Context: an optimization exercise on an open-source flow, tuned for small area and a short achievable clock period. The choices shown serve that exercise and are no tape-out recipe.
In this exercise RTL edits were held to simulation tests only and were not proved equivalent to the original.
Power and IR drop assume default switching activity.

== trial 98 ==
==> module fx_issue_reg, before the edit <==
module fx_issue_reg (
  input  logic         clock,
  input  logic         k_add, k_sub, k_ceq, k_cgt, k_and, k_or, k_xor, k_nand,
  input  logic         negate,
  input  logic         is_half,
  input  logic         is_imm,
  input  logic [127:0] src_a,
  input  logic [127:0] src_b,
  input  logic [9:0]   imm,
  input  logic [6:0]   in_dest,
  input  logic         in_write,
  output logic         q_ar, q_ceq, q_cgt,
  output logic         q_lg_g,      
  output logic         q_lg_p,      
  output logic         q_lg_n,      
  output logic         q_half,
  output logic [127:0] q_p,         
  output logic [127:0] q_g,         
  output logic [3:0]   q_ps16,      
  output logic [6:0]   q_dest,
  output logic         q_write
);
  logic [15:0]  imm_lo, imm_hi;
  logic [127:0] b, x, p, g, pk, gk;
  logic [3:0]   ps16;
  assign imm_lo = {{6{imm[9]}}, imm};
  assign imm_hi = is_half ? imm_lo : {16{imm[9]}};
  assign b = is_imm ? {4{imm_hi, imm_lo}} : src_b;
  assign x = src_a ^ {128{negate}};
  assign p = x ^ b;
  assign g = x & b;
  for (genvar w = 0; w < 4; w++) begin : g_word
    logic hcin;
    assign hcin = is_half & negate;
    assign pk[32*w]          = p[32*w] ^ negate;
    assign gk[32*w]          = g[32*w] | (p[32*w] & negate);
    assign pk[32*w+1 +: 15]  = p[32*w+1 +: 15];
    assign gk[32*w+1 +: 15]  = g[32*w+1 +: 15];
    assign pk[32*w+16]       = ~is_half & p[32*w+16];
    assign gk[32*w+16]       = g[32*w+16] | (p[32*w+16] & hcin);
    assign ps16[w]           = p[32*w+16] ^ hcin;
    assign pk[32*w+17 +: 15] = p[32*w+17 +: 15];
    assign gk[32*w+17 +: 15] = g[32*w+17 +: 15];
  end
  always_ff @(posedge clock) begin
    q_ar    <= k_add | k_sub;
    q_ceq   <= k_ceq;
    q_cgt   <= k_cgt;
    q_lg_g  <= k_and | k_or;
    q_lg_p  <= k_or | k_xor;
    q_lg_n  <= k_nand;
    q_half  <= is_half;
    q_p     <= pk;
    q_g     <= gk;
    q_ps16  <= ps16;
    q_dest  <= in_dest;
    q_write <= in_write;
  end
endmodule
clock: 5.0 ns
lec_check: 0
abc_area: 1
cap_margin: 20
core_margin: 2
core_utilization: 40
setup_slack_margin: 2.75
slew_margin: 20
standard.sh (not shown) runs the stock make flow with config.mk's settings and CLKGATE_MAP_FILE= SYNTH_SCRIPT=/design/flow/synth_recipe.tcl, a recipe that flattens the netlist after the stock synthesis.
==> flow/flow/run.sh <==
#!/bin/bash
# The standard layout (standard.sh: unchanged synthesis and steps) with two changes to how
# cells are chosen: the port buffers are the smallest buffer cell instead of the one
# buffer_ports picks by default, and clock tree synthesis uses clkbuf_4/clkbuf_8 in clusters
# of up to 16 sinks, without dummy loads. ORFS writes each step's log under orfs/logs/;
# make's own output goes to make_finish.log.
set -euo pipefail
cd "$(dirname "$0")/.."
bash standard.sh \
  "BUFFER_PORTS_ARGS=-buffer_cell sky130_fd_sc_hd__buf_1" \
  "CTS_ARGS=-sink_clustering_enable -repair_clock_nets -dont_use_dummy_load -buf_list {sky130_fd_sc_hd__clkbuf_4 sky130_fd_sc_hd__clkbuf_8} -sink_clustering_size 16 -sink_clustering_max_diameter 60" \
  finish > make_finish.log 2>&1
Input changes introduced in trial 75 (baseline for comparison: trial 98):
diff --git a/flow/design.v b/flow/design.v
--- a/flow/design.v
+++ b/flow/design.v
@@ -145,19 +145,19 @@
   assign x = src_a ^ {128{negate}};
   assign p = x ^ b;
   assign g = x & b;
   for (genvar w = 0; w < 4; w++) begin : g_word
     logic hcin;
     assign hcin = is_half & negate;
-    assign pk[32*w]          = p[32*w] ^ negate;
+    assign pk[32*w]          = src_a[32*w] ^ b[32*w];
     assign gk[32*w]          = g[32*w] | (p[32*w] & negate);
     assign pk[32*w+1 +: 15]  = p[32*w+1 +: 15];
     assign gk[32*w+1 +: 15]  = g[32*w+1 +: 15];
     assign pk[32*w+16]       = ~is_half & p[32*w+16];
     assign gk[32*w+16]       = g[32*w+16] | (p[32*w+16] & hcin);
-    assign ps16[w]           = p[32*w+16] ^ hcin;
+    assign ps16[w]           = src_a[32*w+16] ^ b[32*w+16] ^ (negate & ~is_half);
     assign pk[32*w+17 +: 15] = p[32*w+17 +: 15];
     assign gk[32*w+17 +: 15] = g[32*w+17 +: 15];
   end
   always_ff @(posedge clock) begin
     q_ar    <= k_add | k_sub;
     q_ceq   <= k_ceq;
==> comparison <==
Every stage of the flow completed for trial 75, and the final layout passed the timing, DRC and antenna checks. Compared with trial 98, in trial 75 proportion of cell area occupied by registers comparable; fraction of area in multi-input gates now larger; cell depth of the worst flop-to-flop path now larger. Looking only at internal power summed over all cells, and setting everything else aside, the higher value of trial 98 and trial 75 goes to trial 75. When trial 75 is set beside trial 98, its largest vdd supply drop turns out to be about 8% larger. | fmax | lower: trial 75 |. Source-to-sink clock delay at the later pin of the worst-skew pair in trial 75 vs trial 98: up 30 ps. Between trial 75 and trial 98, it is trial 75 whose total wire length after detailed routing is higher, by about 2%. Per the comparison of trial 75 with trial 98, worst setup slack has decreased; worst slew margin relative to its limit has decreased; core utilization has decreased. Die width: trial 75 vs trial 98 — no meaningful difference. Trial 75 — count of distinct cell types in the synthesized netlist 1 higher, trial 98 as reference. There was hardly any difference in number of standard cells in the final layout excluding fillers between trial 75 and trial 98.

[what the ideal ports hide]
In the flow no input, the clock included, has a driving cell. The finished layouts below were timed again as built, in two steps. Step 1 assumes that a clkbuf_16 drives the clock port and a buf_2 every other input. Step 2 times the ports against the registers' clock, not the clock port: input delays grow and output delays shrink by t, the midpoint of the rising clock arrivals with the driver on. Slacks: ideal ports / drivers / drivers and shift; pairs: ideal ports / drivers.
| run | t (ns) | setup WS [ns] | worst slew at a driven data input, ns |
|---|---|---|---|
| trial 98 | 0.669 | 2.747 / 2.752 / 2.094 | 0.10 |
| trial 75 | 0.679 | 2.699 / 2.728 / 2.049 | 0.11 |
After both steps every run listed still meets setup and hold. For trial 98, which loses most, drivers alone change the setup slack by +0.005 ns; drivers and shift together by -0.653 ns.
